From an optimization exercise on the open Yosys and OpenROAD flow, aimed at small area, a short achievable clock period and few clock cycles per item; shortcuts taken in it are not production practice. The RTL was checked by simulation tests, not by an equivalence proof against the original design. Power figures rest on the tool's default switching activity, not on a simulated workload.

## flow/run.sh

```bash
#!/bin/bash
# synth_recipe.tcl (not shown) runs the flow's synth.tcl, then flattens the netlist and writes it again
# the make line also repeats each setting of config.mk as NAME=value (left out here)
make -C /OpenROAD-flow-scripts/flow DESIGN_CONFIG=/design/flow/config.mk WORK_HOME=/design/flow/orfs CLKGATE_MAP_FILE= SYNTH_SCRIPT=/design/flow/synth_recipe.tcl finish
```

## flow/config.mk

```make
export PLATFORM = sky130hd
export DESIGN_NAME = mul_div_unit
export DESIGN_NICKNAME = mul_div_unit
export VERILOG_FILES = /design/flow/design.v
export SDC_FILE = /design/flow/constraint.sdc
export NUM_CORES = 4
export LEC_CHECK = 0
export ABC_CLOCK_PERIOD_IN_PS = 3000
export CAP_MARGIN = 20
export CORE_MARGIN = 2
export CORE_UTILIZATION = 40
export SLEW_MARGIN = 20
```

## flow/constraint.sdc

```tcl
create_clock -name core_clock -period 5.0 [get_ports {Clk}]
set_input_delay 1.0000 -clock core_clock [delete_from_list [all_inputs] [get_ports {Clk}]]
set_output_delay 1.0000 -clock core_clock [all_outputs]
set_load 0.01 [all_outputs]
```

## flow/design.v

```verilog
module mul_div_unit #(
    parameter int WIDTH = 64
) (
    input  logic             Clk,
    input  logic             Reset,
    input  logic             Start,
    input  logic [2:0]       Op,
    input  logic [WIDTH-1:0] BusA,
    input  logic [WIDTH-1:0] BusB,
    input  logic [4:0]       DestReg,
    output logic             Busy,
    output logic             Done,
    output logic [WIDTH-1:0] Result,
    output logic [4:0]       RW,
    output logic             RegWr
);
    localparam int CW = $clog2(WIDTH);        
    localparam logic [2:0] OP_MUL   = 3'b000;
    localparam logic [2:0] OP_UMULH = 3'b001;
    localparam logic [2:0] OP_SMULH = 3'b010;
    localparam logic [2:0] OP_UDIV  = 3'b011;
    localparam logic [2:0] OP_SDIV  = 3'b100;
    function automatic logic [CW-1:0] topbit(input logic [WIDTH-1:0] v);
        logic [CW-1:0] z [WIDTH];
        logic          nz [WIDTH];
        logic [CW-1:0] zh, zl;
        logic          nh, nl;
        for (int i = 0; i < WIDTH; i++) begin
            nz[i] = v[i];
            z[i]  = '0;
        end
        for (int l = 0; l < CW; l++) begin
            for (int i = 0; i < (WIDTH >> (l + 1)); i++) begin
                nh = nz[2*i+1]; zh = z[2*i+1];
                nl = nz[2*i];   zl = z[2*i];
                nz[i] = nh | nl;
                z[i]  = nh ? zh : (zl | (1 << l));
            end
        end
        topbit = nz[0] ? ~z[0] : '0;
    endfunction
    function automatic logic ones_run(input logic [WIDTH-1:0] v);
        logic r;
        r = 1'b1;
        for (int i = 0; i < WIDTH - 1; i++) if (v[i+1] && !v[i]) r = 1'b0;
        ones_run = r;
    endfunction
    function automatic logic shorter(input logic [WIDTH-1:0] p, input logic [WIDTH-1:0] q);
        logic [WIDTH-1:0] above;     
        above[WIDTH-1] = p[WIDTH-1];
        for (int i = WIDTH - 2; i >= 0; i--) above[i] = above[i+1] | p[i];
        shorter = |(q & ~above);
    endfunction
    logic             r_busy;      
    logic             r_done;      
    logic             r_first;     
    logic             r_div;       
    logic             r_negq;      
    logic             r_selhi;     
    logic             r_swap;      
    logic             r_msg;       
    logic             r_inv;       
    logic             r_ax;        
    logic             r_ay;        
    logic             r_e;         
    logic             r_dbit;      
    logic [CW-1:0]    r_cnt;       
    logic [CW-1:0]    r_ta, r_tb;  
    logic             r_ea, r_eb;  
    logic             r_nzb;       
    logic             r_sb;        
    logic [4:0]       r_rw;
    logic [WIDTH-1:0] r_x;         
    logic [WIDTH-1:0] r_y;         
    logic [WIDTH-1:0] r_lo;        
    logic [WIDTH-1:0] r_hi;        
    logic             w_is_mul, w_is_div, w_msgn, w_dsgn;
    logic             w_sa, w_sb, w_nza, w_nzb;
    logic [WIDTH-1:0] w_va, w_vb;
    logic             w_swap, w_zero, w_first_neg;
    assign w_is_mul = (Op == OP_MUL) || (Op == OP_UMULH) || (Op == OP_SMULH);
    assign w_is_div = (Op == OP_UDIV) || (Op == OP_SDIV);
    assign w_msgn   = (Op == OP_MUL) || (Op == OP_SMULH);
    assign w_dsgn   = (Op == OP_SDIV);
    assign w_sa  = (w_msgn || w_dsgn) && BusA[WIDTH-1];
    assign w_sb  = (w_msgn || w_dsgn) && BusB[WIDTH-1];
    assign w_va  = BusA ^ {WIDTH{w_sa}};
    assign w_vb  = BusB ^ {WIDTH{w_sb}};
    assign w_nza = |w_va;
    assign w_nzb = |w_vb;
    assign w_swap      = w_is_mul && shorter(w_vb, w_va);
    assign w_first_neg = w_swap ? w_sb : w_sa;
    assign w_zero = !(w_is_mul || w_is_div)
                 || (w_is_mul && ((!w_nza && !w_sa) || (!w_nzb && !w_sb)))
                 || (w_is_div && (!w_nzb && !w_sb))
                 || (w_is_div && (!w_nza && !w_sa));
    logic [CW-1:0]    w_cnt0, w_cnt;
    logic [CW:0]      w_lena, w_lenb;
    logic             w_dzero;
    assign w_cnt0  = (r_swap ? r_tb : r_ta) + (r_swap ? r_eb : r_ea);
    assign w_cnt   = r_first ? w_cnt0 : r_cnt;
    assign w_lena  = {1'b0, r_ta} + r_ea;
    assign w_lenb  = r_nzb ? ({1'b0, r_tb} + 1'b1) : {{CW{1'b0}}, r_sb};
    assign w_dzero = r_first && r_div && (w_lena + 1'b1 < w_lenb);
    logic [WIDTH-1:0] w_add_a, w_add_b;
    logic             w_cin;
    logic [WIDTH:0]   w_sum;
    logic             w_c, w_ge;
    logic [WIDTH-1:0] w_hi_next, w_lo_next;
    logic             w_last;
    logic             w_nbit;
    assign w_add_a = {r_lo[WIDTH-2:0], r_div & r_dbit};
    assign w_add_b = ((r_x & {WIDTH{r_ax}}) | (r_y & {WIDTH{r_ay}})) ^ {WIDTH{r_inv}};
    assign w_cin   = r_inv;
    logic [WIDTH-1:0] w_g [CW+1];
    logic [WIDTH-1:0] w_p [CW+1];
    logic [WIDTH-1:0] w_p0;
    always_comb begin
        w_p0      = w_add_a ^ w_add_b;
        w_g[0]    = w_add_a & w_add_b;
        w_p[0]    = w_p0;
        w_g[0][0] = w_g[0][0] | (w_p0[0] & w_cin);
        for (int l = 0; l < CW; l++) begin
            w_g[l+1] = w_g[l];
            w_p[l+1] = w_p[l];
            for (int i = 0; i < WIDTH; i++) begin
                if ((i >> l) & 1) begin
                    w_g[l+1][i] = w_g[l][i] | (w_p[l][i] & w_g[l][((i >> l) << l) - 1]);
                    w_p[l+1][i] = w_p[l][i] & w_p[l][((i >> l) << l) - 1];
                end
            end
        end
    end
    assign w_sum = {w_g[CW][WIDTH-1], w_p0 ^ {w_g[CW][WIDTH-2:0], w_cin}};
    assign w_c   = w_sum[WIDTH];
    assign w_ge      = r_lo[WIDTH-1] || w_c;
    assign w_lo_next = (r_div && !w_ge) ? w_add_a : w_sum[WIDTH-1:0];
    logic             w_b0, w_flip;
    logic [WIDTH-1:0] w_ht, w_hm;
    assign w_b0   = r_div ? (w_ge ^ r_negq) : r_lo[WIDTH-1];
    assign w_flip = r_div ? (r_negq && w_last) : (w_c ^ r_e);
    always_comb begin
        w_ht    = {r_hi[WIDTH-2:0] ^ {(WIDTH-1){r_e}}, 1'b1};
        w_hm[0] = 1'b1;
        for (int i = 1; i < WIDTH; i++) w_hm[i] = w_hm[i-1] & w_ht[i-1];
    end
    assign w_hi_next = {r_hi[WIDTH-2:0], w_b0}
                     ^ (w_hm & {WIDTH{w_flip}} & {{(WIDTH-1){w_b0 ^ r_e}}, 1'b1});
    assign w_last = (w_cnt == '0);
    assign w_nbit = !w_last && (r_swap ? r_y[w_cnt - 1'b1] : r_x[w_cnt - 1'b1]);
    always_ff @(posedge Clk or posedge Reset) begin
        if (Reset) begin
            r_busy <= 1'b0;
            r_done <= 1'b0;
        end else if (!r_busy) begin
            r_done <= Start && w_zero;
            r_busy <= Start && !w_zero;
        end else if (w_last || w_dzero) begin
            r_busy <= 1'b0;
            r_done <= 1'b1;
        end
    end
    always_ff @(posedge Clk) begin
        if (!r_busy) begin
            if (Start) begin
                r_rw    <= DestReg;
                r_first <= 1'b1;
                r_div   <= w_is_div;
                r_negq  <= w_dsgn && (w_sa ^ w_sb);
                r_selhi <= (Op != OP_MUL);
                r_swap  <= w_swap;
                r_msg   <= w_msgn;
                r_x     <= (w_dsgn && BusA[WIDTH-1]) ? (~BusA + 1'b1) : BusA;
                r_y     <= BusB;
                r_ta    <= topbit(w_va);
                r_tb    <= topbit(w_vb);
                r_ea    <= w_nza && w_sa && (!w_is_div || ones_run(w_va));
                r_eb    <= w_nzb && w_sb;
                r_nzb   <= w_nzb;
                r_sb    <= w_sb;
                r_ax    <= w_is_mul && w_swap;
                r_ay    <= w_is_div || !w_swap;
                r_inv   <= w_is_div ? !w_sb : w_first_neg;
                r_e     <= w_is_mul && ((w_msgn && (w_swap ? BusA[WIDTH-1] : BusB[WIDTH-1])) ^ w_first_neg);
                r_dbit  <= 1'b1;
            end
        end else begin
            r_first <= 1'b0;
            r_cnt   <= w_cnt - 1'b1;
            r_dbit  <= w_nbit;
            if (!r_div) begin
                r_ax  <= r_swap && w_nbit;
                r_ay  <= !r_swap && w_nbit;
                r_inv <= 1'b0;
                r_e   <= w_nbit && r_msg && (r_swap ? r_x[WIDTH-1] : r_y[WIDTH-1]);
            end
        end
    end
    always_ff @(posedge Clk) begin
        if (!r_busy) begin
            r_lo <= '0;
            r_hi <= {WIDTH{w_dsgn && (w_sa ^ w_sb) && !w_zero}};
        end else begin
            r_lo <= w_lo_next;
            r_hi <= w_dzero ? '0 : w_hi_next;
        end
    end
    assign Busy   = r_busy;
    assign Done   = r_done;
    assign Result = r_selhi ? r_hi : r_lo;
    assign RW     = r_rw;
    assign RegWr  = r_done && (r_rw != 5'd31);
endmodule
```

==> insert_results.sql, run 1 <==
INSERT INTO impl_metrics (metric_group, metric, value, unit) VALUES
('synthesis', 'postSynthCellCount', '2899', ''),
('clock_tree', 'cts-buffers-inserted', '29', ''),
('die', 'die_height', '251', 'um'),
('clock_tree', 'worstSkewPairLatency', '0.57', 'ns'),
('worst_setup_path', 'register_to_register_setup_slack', '0.35', 'ns'),
('clock_tree', 'clkSlewWorstSetupHoldPaths', '0.07', 'ns'),
('worst_setup_path', 'worst_r2r_endpoint', 'r_lo[63]', ''),
('finish', 'area_growth', '19.3', '%'),
('power_and_ir_drop', 'power.leakage', '10.6', 'nW'),
('synthesis', 'yosysTopAreaCell', 'sky130_fd_sc_hd__edfxtp_1', ''),
('power_and_ir_drop', 'power_density', '518', 'nW/um^2'),
('finish', 'final_layout_size_suffix_gt1_share', '12.2', '%'),
('sta', 'layout_min_cycle_time', '4.65', 'ns'),
('die', 'die_w', '251', 'um'),
('worst_setup_path', 'setup.worst_path.end_class', 'flip-flop', ''),
('clock_tree', 'cts_hold_buffers', '0', ''),
('route', 'via_count', '23900', ''),
('synthesis', 'postSynth.asyncResetShare', '0.676', '%'),
('sta', 'worst_slack', '0.345', 'ns'),
('route', 'dr_wl_met2', '39.9', 'mm'),
('synthesis', 'yosysUniqueCellTypes', '91', ''),
('place', 'place_hpwl', '70.5', 'mm'),
('synthesis', 'yosys_warnings', '7', ''),
('place', 'preCtsSetupSlack', '0.0902', 'ns'),
('route', 'wirelength_met1', '39.6', 'mm'),
('worst_setup_path', 'startpoint_type_of_the_worst_setup_path', 'flip-flop', ''),
('worst_setup_path', 'rr_startpoint', 'r_ax', ''),
('min_path', 'min_path_type', 'flip-flop to flip-flop', ''),
('grt', 'via_count_of_the_first_global_routing_pass', '22900', ''),
('die', 'design.core.area', '60400', 'um^2'),
('clock_tree', 'clkSinkCount', '296', ''),
('synthesis', 'syn_area_per_cell', '8.43', 'um^2'),
('die', 'initial_core_utilization', '40.5', '%'),
('synthesis', 'synth_sequential_area_ratio', '31.1', '%'),
('route', 'drt_iter0_drc', '2552', ''),
('synthesis', 'synth_enable_flop_cells', '165', ''),
('die', 'die_area', '63100', 'um^2'),
('sta', 'count_of_final_hold_check_violations', '0', ''),
('route', 'route.antenna.remaining_nets', '0', ''),
('sta', 'clock_skew', '0.0138', 'ns'),
('worst_setup_path', 'worstRegToRegCells', '18', ''),
('grt', 'track_usage', '27.8', '%'),
('finish', 'final_core_utilization', '48.3', '%'),
('worst_setup_path', 'worst_endpoint_data_arrival_time', '5.11', 'ns'),
('sta', 'worst-slew-pin-transition', '0.866', 'ns'),
('finish', 'most-common-layout-cells', 'sky130_fd_sc_hd__nand2_1, sky130_fd_sc_hd__o21ai_0, sky130_fd_sc_hd__nor2_1', ''),
('route', 'drc', '0', ''),
('clock_tree', 'cts_tree', 'yes', ''),
('synthesis', 'syn-num-nets', '3120', ''),
('route', 'met3RoutedLength', '5.81', 'mm'),
('clock_tree', 'cts_root_buffer', 'sky130_fd_sc_hd__clkbuf_16', ''),
('sta', 'rsz0062_at_grt', 'no', ''),
('die', 'pin_count', '211', ''),
('place', 'dp.cells', '3857', ''),
('clock_tree', 'ctsLongestPathBuffers', '3', ''),
('sta', 'setup_viol_count_final', '0', ''),
('finish', 'num_antenna_cells', '0', ''),
('finish', 'final_nets', '3330', ''),
('grt', 'gr-total-overflow', '0', ''),
('synthesis', 'syn_area', '24400', 'um^2'),
('place', 'place_congestion', '1.08', ''),
('worst_setup_path', 'critPathMaxFanout', '36', ''),
('place', 'io_buffer_count', '210', ''),
('synthesis', 'post-synth-top-area-fraction', '20.3', '%'),
('status', 'result_of_the_run', 'finished clean', ''),
('route', 'routed_wirelength', '89.6', 'mm'),
('synthesis', 'yosys_most_used_dff', 'sky130_fd_sc_hd__edfxtp_1', ''),
('route', 'via_count_normalized_by_instance_count', '6.10', ''),
('job', 'max_cap_viol_count', '0', ''),
('finish', 'layoutNonFillerInstCount', '3913', ''),
('route', 'highest_layer', 'met4', '');
repair_timing:
item / in CTS / in global routing
hold endpoints to repair: 0 / 0
setup buffers: 0 / 3
setup endpoints to repair: 0 / 32
resized for setup: 0 / 2
worst max-delay path by stage:
stage	slack (ns)	cells after the start	endpoint	from
after floorplan	0.72	16	r_hi[62]	r_inv
after global routing	0.10	17	r_hi[17]	r_ax
after detailed placement	0.09	14	r_e	BusB[63]
after CTS	0.19	15	r_hi[35]	r_ay
after global placement	0.04	14	r_e	BusB[63]
final	0.35	18	r_lo[63]	r_ax
state kept, by name, indices dropped and copies added (netlist names), 5 cells and up:
register / count
r_rw: 5
r_x: 64
r_hi: 64
r_y: 64
r_ta: 6
r_cnt: 6
r_lo: 64
r_tb: 6
cell type report:
class,instances,area (um^2)
fillers,5756,31200
multi-input cells,2277,15600
flip-flops and latches,296,7590
repair buffers,396,3610
well taps,782,978
clock buffers,32,737
inverters,109,409
clock inverters,21,210
Yosys cell counts, drive strengths merged, types with 11 or more instances:
| master | number |
|---|---|
| o211ai | 28 |
| or4 | 12 |
| nor4 | 40 |
| o21a | 15 |
| a21oi | 185 |
| a31oi | 39 |
| o221ai | 16 |
| a22oi | 72 |
| nor2b | 23 |
| or2 | 15 |
| mux4 | 40 |
| buf | 64 |
| o22ai | 32 |
| and3 | 28 |
| xnor2 | 219 |
| mux2 | 66 |
| dfxtp | 129 |
| mux2i | 30 |
| o31ai | 19 |
| nor2 | 237 |
| o41ai | 12 |
| nand3 | 86 |
| a311oi | 17 |
| xor2 | 79 |
| a21o | 19 |
| o21ai | 242 |
| ha | 76 |
| edfxtp | 165 |
| nor3 | 64 |
| a221oi | 14 |
| inv | 107 |
| nand2 | 246 |
| nand4 | 50 |
| clkbuf | 153 |
| nand2b | 24 |
| and4 | 11 |
| a211oi | 33 |
| or3 | 37 |
report_power, final:
group          total [mW]  internal (mW)  switching (mW)
clock                2.22           1.23           0.992
combinational        9.08           4.02            5.06
sequential           3.81           3.26           0.553
metal layers:
layer | up-vias | GRT usage, %
met1 | 11400 | 38.5
met2 | 1058 | 44.0
met3 | 205 | 2.94
met5 | - | 0
li1 | 11200 | -
met4 | 0 | 12.1
stage by stage:
stage                     instance area (um^2)  hold slack [ns]  power (mW)
final                                    29100            0.479        15.1
after global routing                     29100            0.510        16.3
after CTS                                29100            0.485        15.1
after detailed placement                 28200            0.475        12.8
after global placement                   28200            0.470        12.6
after floorplan                          24400            0.447        10.2
critical path, cell delays in order, from the launching register on:
cell and delay (ns):
sky130_fd_sc_hd__edfxtp_1 0.44, sky130_fd_sc_hd__buf_12 0.20, sky130_fd_sc_hd__a22oi_1 0.30, sky130_fd_sc_hd__buf_4 0.20, sky130_fd_sc_hd__nor2_1 0.05, sky130_fd_sc_hd__a21oi_1 0.15, sky130_fd_sc_hd__fa_1 0.24, sky130_fd_sc_hd__nor2b_1 0.08
sky130_fd_sc_hd__o31ai_1 0.29, sky130_fd_sc_hd__a21oi_1 0.19, sky130_fd_sc_hd__o2111ai_1 0.29, sky130_fd_sc_hd__nand4_1 0.26, sky130_fd_sc_hd__buf_4 0.25, sky130_fd_sc_hd__o41ai_2 0.40, sky130_fd_sc_hd__o211a_1 0.23, sky130_fd_sc_hd__o21ai_1 0.10
sky130_fd_sc_hd__a221oi_1 0.42, sky130_fd_sc_hd__mux2i_1 0.13, sky130_fd_sc_hd__a311o_1 0.32
logic make-up after synthesis:
family / share of synthesized area (%)
adders and majority gates: 4.39
xor gates and xnor gates: 10.7
muxes: 7.96
AOI/OAI and AO/OA: 22.3
buffers and inverters: 5.25
DFF: 31.1
and+or+nand+nor: 18.3
Testbench counts, summed over its fixed seeds: cycles 51,130, items 4,000.
==> run 2, diff against run 1 <==
--- a/flow/config.mk
+++ b/flow/config.mk
@@ -6,7 +6,7 @@
 export NUM_CORES = 4
 export LEC_CHECK = 0
-export ABC_CLOCK_PERIOD_IN_PS = 3000
 export CAP_MARGIN = 20
 export CORE_MARGIN = 2
 export CORE_UTILIZATION = 40
+export SETUP_SLACK_MARGIN = 1.3
 export SLEW_MARGIN = 20
==> insert_results.sql, run 2 <==
INSERT INTO impl_metrics (metric_group, metric, value, unit) VALUES
('power_and_ir_drop', 'power_report.internal_total', '10.0', 'mW'),
('grt', 'grt_max_degree', '111', ''),
('place', 'io_buffer_count', '210', ''),
('finish', 'area_growth', '33.5', '%'),
('sta', 'clock_skew', '0.0164', 'ns'),
('die', 'die_w', '251', 'um'),
('synthesis', 'post-synth-top-area-fraction', '20.3', '%'),
('clock_tree', 'ctsLongestPathBuffers', '3', ''),
('synthesis', 'netlist_top_cells_count', 'sky130_fd_sc_hd__nand2_1, sky130_fd_sc_hd__o21ai_0, sky130_fd_sc_hd__nor2_1', ''),
('synthesis', 'yosysUniqueCellTypes', '91', ''),
('synthesis', 'syn-num-nets', '3120', ''),
('grt', 'grt_antenna_before_repair', '1', ''),
('worst_setup_path', 'crit_end', 'r_hi[50]', ''),
('sta', 'worst-slew-pin-transition', '1.05', 'ns'),
('clock_tree', 'max_h_tree_level', '1', ''),
('route', 'drc', '0', ''),
('clock_tree', 'clkSlewWorstSetupHoldPaths', '0.07', 'ns'),
('clock_tree', 'cts_tree', 'yes', ''),
('route', 'route.antenna.remaining_nets', '0', ''),
('synthesis', 'yosys_most_used_dff', 'sky130_fd_sc_hd__edfxtp_1', ''),
('place', 'place_hpwl', '69.8', 'mm'),
('worst_setup_path', 'cp-startpoint', 'r_ay', ''),
('sta', 'count_of_final_hold_check_violations', '0', ''),
('grt', 'track_usage', '29.1', '%'),
('route', 'route.detailed.wl_per_inst', '24.4', 'um'),
('worst_setup_path', 'critPathMaxFanout', '12', ''),
('place', 'place_congestion', '1.05', ''),
('worst_setup_path', 'setup.worst_path.end_class', 'flip-flop', ''),
('synthesis', 'netlist_top_cells_area', 'sky130_fd_sc_hd__edfxtp_1, sky130_fd_sc_hd__dfxtp_1, sky130_fd_sc_hd__xnor2_1', ''),
('synthesis', 'synth_enable_flop_cells', '165', ''),
('route', 'routed_wirelength', '98.7', 'mm'),
('power_and_ir_drop', 'power_frac_seq', '21.3', '%'),
('job', 'max_cap_viol_count', '0', ''),
('finish', 'final_nets', '3455', ''),
('power_and_ir_drop', 'clock_power_share', '13.2', '%'),
('finish', 'num_antenna_cells', '0', ''),
('sta', 'rsz0062_at_grt', 'yes', ''),
('finish', 'most-common-layout-cells', 'sky130_fd_sc_hd__nand2_1, sky130_fd_sc_hd__buf_4, sky130_fd_sc_hd__nor2_1', ''),
('power_and_ir_drop', 'power_density', '548', 'nW/um^2'),
('power_and_ir_drop', 'power.switching', '7.86', 'mW'),
('sta', 'finalMaxSlewViolations', '0', ''),
('sta', 'layout_min_cycle_time', '4.18', 'ns'),
('synthesis', 'yosys_warnings', '7', ''),
('synthesis', 'yosysTopAreaCell', 'sky130_fd_sc_hd__edfxtp_1', ''),
('synthesis', 'synthMostInstantiatedCell', 'sky130_fd_sc_hd__nand2_1', ''),
('grt', 'via_count_of_the_first_global_routing_pass', '23700', ''),
('synthesis', 'synth.ff_latch_count', '296', ''),
('clock_tree', 'cts-buffers-inserted', '31', ''),
('synthesis', 'synth_sequential_area_ratio', '31.1', '%'),
('route', 'via_count', '25200', ''),
('worst_setup_path', 'worst_endpoint_data_arrival_time', '4.62', 'ns'),
('finish', 'layout_commonest_cell', 'sky130_fd_sc_hd__nand2_1', ''),
('min_path', 'min_path_type', 'flip-flop to flip-flop', ''),
('grt', 'first_pass_grt_wire_length', '143', 'mm'),
('finish', 'fillerInstances', '5386', ''),
('die', 'die_height', '251', 'um'),
('clock_tree', 'clkSinkCount', '296', ''),
('clock_tree', 'cts_hold_buffers', '0', ''),
('worst_setup_path', 'worst_r2r_endpoint', 'r_hi[50]', ''),
('worst_setup_path', 'startpoint_type_of_the_worst_setup_path', 'flip-flop', ''),
('synthesis', 'syn_area', '24400', 'um^2'),
('worst_setup_path', 'crit_path_frequent_cell', 'sky130_fd_sc_hd__buf_6', ''),
('power_and_ir_drop', 'largest_voltage_drop_on_the_vdd_net', '0.325', 'mV'),
('sta', 'max_freq', '0.240', 'GHz'),
('power_and_ir_drop', 'power.share.switching', '44.0', '%'),
('power_and_ir_drop', 'power.leakage', '12.4', 'nW'),
('route', 'first_pass_iters', '6', ''),
('status', 'result_of_the_run', 'finished clean', ''),
('worst_setup_path', 'worstRegToRegCells', '19', ''),
('clock_tree', 'cts_root_buffer', 'sky130_fd_sc_hd__clkbuf_16', ''),
('grt', 'gr-total-overflow', '0', ''),
('die', 'pin_count', '211', ''),
('worst_setup_path', 'register_to_register_setup_slack', '0.82', 'ns'),
('sta', 'slew_headroom', '30.3', '%'),
('place', 'dp.cells', '3849', ''),
('finish', 'final_layout_size_suffix_gt1_share', '22.6', '%'),
('route', 'via_count_normalized_by_instance_count', '6.23', ''),
('worst_setup_path', 'worst_path_class_setup', 'flip-flop to flip-flop', ''),
('sta', 'setup_viol_count_final', '0', ''),
('worst_setup_path', 'cp_cell_sequence', 'buf_6, buf_12, a22oi_2, xnor2_2, ha_1, a211oi_1, o31ai_2, a21oi_1, o2111a_1, o211ai_1, buf_4, o22ai_4, mux2_4, o31ai_4, buf_6, clkbuf_16, nor3_1, xnor2_1, o21ai_0', ''),
('synthesis', 'postSynth.asyncResetShare', '0.676', '%'),
('die', 'design.core.area', '60400', 'um^2'),
('worst_setup_path', 'rr_startpoint', 'r_ay', ''),
('worst_setup_path', 'crit_required', '5.45', 'ns'),
('route', 'drt_iter0_drc', '2676', ''),
('finish', 'layoutNonFillerInstCount', '4041', ''),
('power_and_ir_drop', 'comb_power_share', '65.4', '%'),
('synthesis', 'postSynthCellCount', '2899', ''),
('sta', 'finalCritPeriodShare', '83.5', '%'),
('sta', 'setup_total_negative_slack', '0', 'ns'),
('worst_setup_path', 'critPathSlowestCell', 'sky130_fd_sc_hd__edfxtp_1', ''),
('clock_tree', 'worstSkewPairLatency', '0.58', 'ns'),
('die', 'die_area', '63100', 'um^2'),
('worst_setup_path', 'critPathMaxStageDelay', '0.39', 'ns'),
('synthesis', 'syn_area_per_cell', '8.43', 'um^2'),
('die', 'num_rows', '90', ''),
('die', 'initial_core_utilization', '40.5', '%');
[run 2: power by group through the flow]
stage | combinational, mW | clock, mW | sequential [mW]
5_1_grt | 12.6 | 2.49 | 3.88
2_1_floorplan | 6.72 | 0 | 3.59
3_5_place_dp | 9.01 | 0 | 3.84
4_1_cts | 10.4 | 2.40 | 3.78
3_3_place_gp | 8.81 | 0 | 3.82
6_report | 11.7 | 2.37 | 3.82
[run 2: metrics by stage]
step | utilization [%] | area, um^2 | total power [mW] | hold slack [ns] | setup WS (ns)
6_report | 54.0 | 32600 | 17.9 | 0.484 | 0.825
5_1_grt | 54.0 | 32600 | 19.0 | 0.501 | 0.623
4_1_cts | 51.5 | 31100 | 16.6 | 0.489 | 0.954
3_5_place_dp | 46.8 | 28200 | 12.8 | 0.477 | 0.0843
3_3_place_gp | 46.8 | 28200 | 12.6 | 0.473 | 0.158
2_1_floorplan | - | 24700 | 10.3 | 0.446 | 1.26
[run 2: final cells by class]
cell class                      count  area, um^2  share of cell area (%)
Clock inverter                     25         253                   0.775
Tap cell                          782         978                    3.00
Sequential cell                   296        7590                    23.3
Inverter                          109         418                    1.28
Clock buffer                       33         783                    2.40
Timing Repair Buffer              519        5510                    16.9
Multi-Input combinational cell   2277       17100                    52.4
[run 2: critical path: cells and delay by family, from the launching register on]
family	cells	cell delay (ns)
buf+inv	5	0.86
mux	1	0.35
flops	1	0.39
fa+ha+maj	1	0.27
compound gates	9	1.76
xor+xnor	2	0.30
simple gates	1	0.06
[run 2: timing repair]
item	CTS	global route
endpoints found under the setup margin	152	151
pin swaps	38	78
setup buffers	56	50
gates resized for setup	221	227
cloned	13	15
[run 2: how the worst min path moves through the flow]
stage                  start  endpoint  slack, ns  cells past startpoint
floorplan           r_lo[40]  r_lo[41]       0.45                      2
global placement    r_lo[53]  r_lo[54]       0.47                      2
detailed placement  r_lo[41]  r_lo[42]       0.48                      2
CTS                 r_lo[53]  r_lo[54]       0.49                      2
global route        r_lo[55]  r_lo[56]       0.50                      2
finish              r_lo[53]  r_lo[54]       0.48                      2
[run 2: kinds of logic after synthesis]
kind of cell / synth area share, %
and+or+nand+nor: 18.3
DFF: 31.1
muxes: 7.96
xor gates and xnor gates: 10.7
adders and majority gates: 4.39
buffers and inverters: 5.25
AOI/OAI and AO/OA: 22.3
[run 2: per-layer routing]
layer  vias to the layer above  routed length, um  global-route usage [%]
met1                     12000              40400                    39.4
met3                       316               7180                    2.46
met4                         0               6430                    15.7
met2                      1359              44700                    46.1
met5                         -                  0                       0
li1                      11500                  -                       -
==> run 3, diff against run 2 <==
--- a/flow/config.mk
+++ b/flow/config.mk
@@ -6,7 +6,7 @@
 export NUM_CORES = 4
 export LEC_CHECK = 0
+export ABC_AREA = 1
 export CAP_MARGIN = 20
 export CORE_MARGIN = 2
 export CORE_UTILIZATION = 40
-export SETUP_SLACK_MARGIN = 1.3
 export SLEW_MARGIN = 20
==> insert_results.sql, run 3 <==
INSERT INTO impl_metrics (metric_group, metric, value, unit) VALUES
('status', 'result_of_the_run', 'complete, but fails checks', ''),
('status', 'check-failures', 'setup timing', ''),
('clock_tree', 'cts_root_buffer', 'sky130_fd_sc_hd__clkbuf_16', ''),
('finish', 'fin_area', '29300', 'um^2'),
('synthesis', 'postSynthCellCount', '3143', ''),
('synthesis', 'syn_area', '22700', 'um^2'),
('grt', 'via_count_of_the_first_global_routing_pass', '21500', ''),
('route', 'via_count_normalized_by_instance_count', '5.18', ''),
('sta', 'max_freq', '0.192', 'GHz'),
('sta', 'worst-slew-pin-transition', '1.07', 'ns'),
('finish', 'num_antenna_cells', '0', ''),
('place', 'placedInstanceArea', '27400', 'um^2'),
('route', 'route.antenna.remaining_nets', '0', ''),
('die', 'die_height', '242', 'um'),
('worst_setup_path', 'setup.worst_path.end_class', 'flip-flop', ''),
('grt', 'grt_max_degree', '118', ''),
('clock_tree', 'clkSlewWorstSetupHoldPaths', '0.06', 'ns'),
('grt', 'grtUsageMet2', '39.5', '%'),
('clock_tree', 'cts-buffers-inserted', '34', ''),
('synthesis', 'yosys_warnings', '7', ''),
('place', 'dp.cells', '4247', ''),
('grt', 'grtUsageMet1', '36.1', '%'),
('route', 'drc', '0', ''),
('sta', 'slew_headroom', '28.6', '%'),
('route', 'drt_iter0_drc', '1703', ''),
('clock_tree', 'cts_tree', 'yes', ''),
('job', 'max_cap_viol_count', '0', ''),
('sta', 'worst_slack', '-0.205', 'ns'),
('route', 'first_pass_iters', '5', ''),
('finish', 'most-common-layout-cells', 'sky130_fd_sc_hd__nand2_1, sky130_fd_sc_hd__inv_1, sky130_fd_sc_hd__o21ai_0', ''),
('synthesis', 'yosysTopAreaCell', 'sky130_fd_sc_hd__edfxtp_1', ''),
('worst_setup_path', 'startpoint_type_of_the_worst_setup_path', 'flip-flop', ''),
('finish', 'final_layout_size_suffix_gt1_share', '14.4', '%'),
('finish', 'fillerInstances', '5343', ''),
('sta', 'clock_skew', '0.0238', 'ns'),
('synthesis', 'syn-num-nets', '3364', ''),
('synthesis', 'post-synth-top-area-fraction', '21.8', '%'),
('sta', 'count_of_final_hold_check_violations', '0', ''),
('min_path', 'hold_start', 'r_lo[9]', ''),
('die', 'pin_count', '211', ''),
('sta', 'finalMaxSlewViolations', '0', ''),
('sta', 'setup_viol_count_final', '11', ''),
('min_path', 'min_path_type', 'flip-flop to flip-flop', ''),
('synthesis', 'yosys_most_used_dff', 'sky130_fd_sc_hd__edfxtp_1', ''),
('clock_tree', 'ctsLongestPathBuffers', '3', ''),
('power_and_ir_drop', 'power_density', '611', 'nW/um^2'),
('sta', 'layout_min_cycle_time', '5.20', 'ns'),
('worst_setup_path', 'worst_endpoint_data_arrival_time', '5.60', 'ns'),
('synthesis', 'yosysUniqueCellTypes', '65', ''),
('clock_tree', 'max_h_tree_level', '2', ''),
('synthesis', 'synthMostInstantiatedCell', 'sky130_fd_sc_hd__nand2_1', ''),
('synthesis', 'synth.ff_latch_count', '296', ''),
('finish', 'layout_commonest_cell', 'sky130_fd_sc_hd__nand2_1', ''),
('synthesis', 'postSynth.asyncResetShare', '0.676', '%'),
('synthesis', 'synth_sequential_area_ratio', '33.4', '%'),
('clock_tree', 'clkSinkCount', '296', ''),
('clock_tree', 'cts_hold_buffers', '0', ''),
('worst_setup_path', 'critPathMaxStageDelay', '0.43', 'ns'),
('worst_setup_path', 'crit_required', '5.40', 'ns'),
('power_and_ir_drop', 'largest_voltage_drop_on_the_vdd_net', '0.481', 'mV'),
('route', 'routed_wirelength', '75.7', 'mm'),
('grt', 'track_usage', '24.8', '%'),
('grt', 'grt_antenna_before_repair', '0', ''),
('finish', 'final_nets', '3788', ''),
('grt', 'global_route_track_usage_on_met3', '2.22', '%'),
('worst_setup_path', 'critPathMaxFanout', '8', ''),
('synthesis', 'syn_area_per_cell', '7.23', 'um^2'),
('grt', 'global_route.peak_usage_layer', 'met2', ''),
('place', 'place_congestion', '0.949', ''),
('finish', 'area_growth', '29.0', '%'),
('grt', 'gr-total-overflow', '0', ''),
('worst_setup_path', 'cp-startpoint', 'r_ax', ''),
('synthesis', 'netlist_top_cells_area', 'sky130_fd_sc_hd__edfxtp_1, sky130_fd_sc_hd__dfxtp_1, sky130_fd_sc_hd__xor2_1', ''),
('place', 'place_hpwl', '59.4', 'mm'),
('finish', 'layoutNonFillerInstCount', '4348', ''),
('die', 'num_rows', '87', ''),
('worst_setup_path', 'critPathSlowestCell', 'sky130_fd_sc_hd__edfxtp_1', ''),
('die', 'design.core.area', '56300', 'um^2'),
('sta', 'finalCritPeriodShare', '104', '%'),
('grt', 'first_pass_grt_wire_length', '117', 'mm'),
('worst_setup_path', 'rr_startpoint', 'r_ax', ''),
('route', 'route.detailed.wl_per_inst', '17.4', 'um'),
('clock_tree', 'worstSkewPairLatency', '0.53', 'ns'),
('die', 'die_w', '242', 'um'),
('route', 'via_count', '22500', ''),
('die', 'die_area', '58700', 'um^2'),
('die', 'initial_core_utilization', '40.4', '%'),
('synthesis', 'synth_enable_flop_cells', '165', ''),
('worst_setup_path', 'worst_path_class_setup', 'flip-flop to flip-flop', ''),
('power_and_ir_drop', 'power.leakage', '13.0', 'nW'),
('place', 'io_buffer_count', '210', ''),
('worst_setup_path', 'crit_path_frequent_cell', 'sky130_fd_sc_hd__nand4_4', ''),
('synthesis', 'netlist_top_cells_count', 'sky130_fd_sc_hd__nand2_1, sky130_fd_sc_hd__inv_1, sky130_fd_sc_hd__o21ai_0', ''),
('sta', 'rsz0062_at_grt', 'yes', '');
run 3: cell count changes after synthesis, moves of 37 or more:
cell and delta:
sky130_fd_sc_hd__a21oi_1 +122, sky130_fd_sc_hd__or3_1 -37, sky130_fd_sc_hd__inv_1 +325, sky130_fd_sc_hd__clkbuf_1 -57, sky130_fd_sc_hd__xnor2_1 -179, sky130_fd_sc_hd__mux2_2 -49
sky130_fd_sc_hd__mux4_2 -40, sky130_fd_sc_hd__o21ai_0 +124, sky130_fd_sc_hd__nand2_1 +325, sky130_fd_sc_hd__xor2_1 +193, sky130_fd_sc_hd__a22oi_1 -71
run 3: worst paths after layout:
kind | slack (ns) | end | cells past startpoint
setup / recovery | -0.20 | r_hi[63] | 38
hold / removal | 0.49 | r_lo[10] | 2
setup reg to reg | -0.20 | r_hi[63] | 38
hold reg to reg | 0.49 | r_lo[10] | 2
max in group asynchronous | 4.15 | r_busy | 2
min in group asynchronous | 0.68 | r_done | 2
run 3: cells by family after synthesis:
| group | after synthesis | share of synthesized area [%] |
|---|---|---|
| AOI/OAI and AO/OA | 791 | 18.9 |
| xor gates and xnor gates | 312 | 12.0 |
| adders and majority gates | 82 | 4.71 |
| buffers and inverters | 559 | 9.35 |
| DFF | 296 | 33.4 |
| muxes | 18 | 0.887 |
| and+or+nand+nor | 1085 | 20.7 |
run 3: report_power, final:
| part | switching, mW | leakage, nW | internal, mW |
|---|---|---|---|
| Sequential | 0.495 | 2.60 | 3.32 |
| Combinational | 6.61 | 9.90 | 5.01 |
| Clock | 1.03 | 0.550 | 1.45 |
run 3: worst max-delay path, delay by kind of cell (launching register included):
| family | cells | cell delay [ns] |
|---|---|---|
| AOI/OAI and AO/OA | 1 | 0.06 |
| xor gates and xnor gates | 1 | 0.14 |
| adders and majority gates | 1 | 0.34 |
| buffers and inverters | 3 | 0.46 |
| DFF | 1 | 0.43 |
| and+or+nand+nor | 32 | 3.63 |
run 3: metrics by stage:
step	power [mW]	util, %	hold slack, ns	setup TNS, ns	setup WS [ns]
after CTS	17.3	51.2	0.493	-0.889	-0.150
after detailed placement	14.4	48.6	0.485	-10.86	-0.233
after floorplan	10.6	-	0.443	0	0.0465
after global placement	14.1	48.6	0.485	-7.47	-0.166
final	17.9	52.1	0.492	-1.66	-0.205
after global routing	19.4	52.1	0.533	-7.39	-0.537
run 3: metal layers:
metal | vias to the layer above | part of all wire, %
li1 | 11300 | -
met1 | 10400 | 48
met2 | 757 | 45
met3 | 100 | 5.1
met4 | 0 | 2.3
met5 | - | 0
run 3: area by class of cell:
cell class              count  area, um^2  area share (%)
multi-input cells        2288       13400            45.8
flip-flops and latches    296        7590            25.9
repair buffers            509        4570            15.6
inverters                 438        1650            5.63
clock buffers              47        1030            3.53
well taps                 756         946            3.23
clock inverters            14        82.6           0.282
run 3: repair_timing:
item,4_1_cts,5_1_grt
resized for setup,47,95
pin swaps,21,58
endpoints found under the setup margin,13,44
gates cloned,3,2
buffers inserted,18,17
==> run 4, diff against run 3 <==
--- a/flow/config.mk
+++ b/flow/config.mk
@@ -6,5 +6,4 @@
 export NUM_CORES = 4
 export LEC_CHECK = 0
-export ABC_AREA = 1
 export CAP_MARGIN = 20
 export CORE_MARGIN = 2
==> insert_results.sql, run 4 <==
INSERT INTO impl_metrics (metric_group, metric, value, unit) VALUES
('worst_setup_path', 'setup.worst_path.end_class', 'flip-flop', ''),
('place', 'place_congestion', '1.08', ''),
('power_and_ir_drop', 'power_frac_seq', '25.2', '%'),
('sta', 'setup_viol_count_final', '0', ''),
('worst_setup_path', 'worst_endpoint_data_arrival_time', '5.11', 'ns'),
('power_and_ir_drop', 'power_density', '518', 'nW/um^2'),
('sta', 'count_of_final_hold_check_violations', '0', ''),
('finish', 'final_nets', '3330', ''),
('finish', 'layout_commonest_cell', 'sky130_fd_sc_hd__nand2_1', ''),
('die', 'design.core.area', '60400', 'um^2'),
('clock_tree', 'clkSlewWorstSetupHoldPaths', '0.07', 'ns'),
('sta', 'setup_total_negative_slack', '0', 'ns'),
('min_path', 'hold_start', 'r_lo[55]', ''),
('power_and_ir_drop', 'power.leakage', '10.6', 'nW'),
('worst_setup_path', 'worstRegToRegCells', '18', ''),
('grt', 'grtUsageMet2', '44.0', '%'),
('synthesis', 'yosysUniqueCellTypes', '91', ''),
('finish', 'area_growth', '19.3', '%'),
('grt', 'grtUsageMet1', '38.5', '%'),
('worst_setup_path', 'critical_path_buf_inv_count', '3', ''),
('synthesis', 'post-synth-top-area-fraction', '20.3', '%'),
('power_and_ir_drop', 'power_report.internal_total', '8.51', 'mW'),
('place', 'io_buffer_count', '210', ''),
('route', 'routed_wirelength', '89.6', 'mm'),
('synthesis', 'postSynth.asyncResetShare', '0.676', '%'),
('synthesis', 'synth.ff_latch_count', '296', ''),
('die', 'die_w', '251', 'um'),
('worst_setup_path', 'critPathMaxFanout', '36', ''),
('finish', 'most-common-layout-cells', 'sky130_fd_sc_hd__nand2_1, sky130_fd_sc_hd__o21ai_0, sky130_fd_sc_hd__nor2_1', ''),
('status', 'result_of_the_run', 'finished clean', ''),
('clock_tree', 'cts_hold_buffers', '0', ''),
('finish', 'final_core_utilization', '48.3', '%'),
('route', 'route.detailed.wl_per_inst', '22.9', 'um'),
('synthesis', 'synthMostInstantiatedCell', 'sky130_fd_sc_hd__nand2_1', ''),
('die', 'num_rows', '90', ''),
('route', 'drc', '0', ''),
('place', 'placedInstanceArea', '28200', 'um^2'),
('synthesis', 'syn-num-nets', '3120', ''),
('min_path', 'min_path_type', 'flip-flop to flip-flop', ''),
('route', 'via_count_normalized_by_instance_count', '6.10', ''),
('clock_tree', 'cts-buffers-inserted', '29', ''),
('synthesis', 'postSynthCellCount', '2899', ''),
('route', 'drt_iter0_drc', '2552', ''),
('power_and_ir_drop', 'power.switching', '6.61', 'mW'),
('synthesis', 'yosysTopAreaCell', 'sky130_fd_sc_hd__edfxtp_1', ''),
('sta', 'finalCritPeriodShare', '93.1', '%'),
('grt', 'grt_max_degree', '117', ''),
('worst_setup_path', 'path_delay_family', 'compound AO/OA/AOI/OAI gates', ''),
('grt', 'gr-total-overflow', '0', ''),
('power_and_ir_drop', 'fin_total_pwr', '15.1', 'mW'),
('synthesis', 'yosys_warnings', '7', ''),
('grt', 'track_usage', '27.8', '%'),
('route', 'route.antenna.remaining_nets', '0', ''),
('finish', 'fin_area', '29100', 'um^2'),
('die', 'pin_count', '211', ''),
('worst_setup_path', 'worst_path_class_setup', 'flip-flop to flip-flop', ''),
('clock_tree', 'worstSkewPairLatency', '0.57', 'ns'),
('grt', 'first_pass_grt_wire_length', '137', 'mm'),
('synthesis', 'syn_area_per_cell', '8.43', 'um^2'),
('worst_setup_path', 'rr_startpoint', 'r_ax', ''),
('min_path', 'hold_depth', '2', ''),
('die', 'initial_core_utilization', '40.5', '%'),
('sta', 'rsz0062_at_grt', 'no', ''),
('clock_tree', 'ctsLongestPathBuffers', '3', ''),
('worst_setup_path', 'cp-startpoint', 'r_ax', ''),
('sta', 'clock_skew', '0.0138', 'ns'),
('synthesis', 'synth_sequential_area_ratio', '31.1', '%'),
('synthesis', 'synth_enable_flop_cells', '165', ''),
('job', 'max_cap_viol_count', '0', ''),
('worst_setup_path', 'critical_path_depth', '18', ''),
('sta', 'finalMaxSlewViolations', '0', '');
-- run 4: cell count changes after synthesis, sizes merged, moves of 72 or more --
| cell | before | now |
|---|---|---|
| nand2 | 586 | 246 |
| inv | 437 | 107 |
| xor2 | 272 | 79 |
| xnor2 | 40 | 219 |
| o21ai | 372 | 242 |
| a21oi | 308 | 185 |
| a22oi | 0 | 72 |
-- run 4: final cells by class --
class	instances	area (um^2)
clock buffers	32	737
clock inverters	21	210
fillers	5756	31200
inverters	109	409
multi-input cells	2277	15600
flip-flops and latches	296	7590
well taps	782	978
repair buffers	396	3610
-- run 4: through the flow --
step           worst slack, ns  instances
2_1_floorplan            0.724       2899
3_3_place_gp            0.0447       3857
3_5_place_dp            0.0902       3857
4_1_cts                  0.193       3910
5_1_grt                  0.102       3913
6_report                 0.345       3913
-- run 4: cell families (layout without fill, tap and decap cells) --
kind of cell | count (synthesis) | count (layout) | share of synthesized area [%]
simple gates | 918 | 918 | 18.3
fa+ha+maj | 82 | 82 | 4.39
flops | 296 | 296 | 31.1
xor+xnor | 298 | 298 | 10.7
mux | 136 | 136 | 7.96
buf+inv | 326 | 558 | 5.25
compound gates | 843 | 843 | 22.3
-- run 4: tightest hold or removal path, delay by kind of cell, from the launching register on --
family,cells,cell delay (ns)
AND/OR/NAND/NOR,1,0.06
flip-flops,1,0.33
AO/OA/AOI/OAI,1,0.05
-- run 4: final timing paths --
check | end | slack [ns]
worst max-delay path | r_lo[63] | 0.35
worst min-delay path | r_lo[56] | 0.48
worst max register to register | r_lo[63] | 0.35
worst min register to register | r_lo[56] | 0.48
max in group asynchronous | r_busy | 4.30
min in group asynchronous | r_done | 0.59
-- run 4: timing repair --
| action | CTS | global route |
|---|---|---|
| buffers inserted | 0 | 3 |
| endpoints found under the setup margin | 0 | 32 |
| gates resized for setup | 0 | 2 |
-- run 4: power groups by stage --
stage          Clock [mW]  Sequential [mW]  Combinational [mW]
2_1_floorplan           0             3.58                6.57
5_1_grt              2.34             3.88                10.0
3_3_place_gp            0             3.84                8.77
4_1_cts              2.27             3.81                9.01
3_5_place_dp            0             3.86                8.96
6_report             2.22             3.81                9.08
-- run 4: metal layers --
layer	vias to the layer above	wire length, um
li1	11200	-
met1	11400	39600
met2	1058	39900
met3	205	5810
met4	0	4340
met5	-	0

-- afterwards: timing with drivers on the ports --
The flow's constraints put no driver on any port. The routed layouts listed below were extracted and timed again, unchanged, in two steps.
Step 1: set_driving_cell puts a clkbuf_16 on Clk and a buf_2 on each other input, an assumption about the parent block.
Step 2 adds t to the input delays and takes it off the output delays; t is the mean of the earliest and latest rising clock arrival at the registers after step 1. Input paths then give back, and output paths get back, about the clock's delay inside the block.
Three values: ideal, step 1, step 2; two values: the first two.
run	t, ns	slack for setup (ns)	worst data-port slew with drivers (ns)	cell pins on the clock port's net
run 1	0.612	0.345 / 0.345 / -0.003	0.05	1
run 2	0.631	0.825 / 0.825 / 0.651	0.04	1
run 3	0.575	-0.205 / -0.205 / -0.205	0.05	1
run 4	0.612	0.345 / 0.345 / -0.003	0.05	1
With both steps, setup timing fails in run 1 and run 4, where it was met with ideal ports.
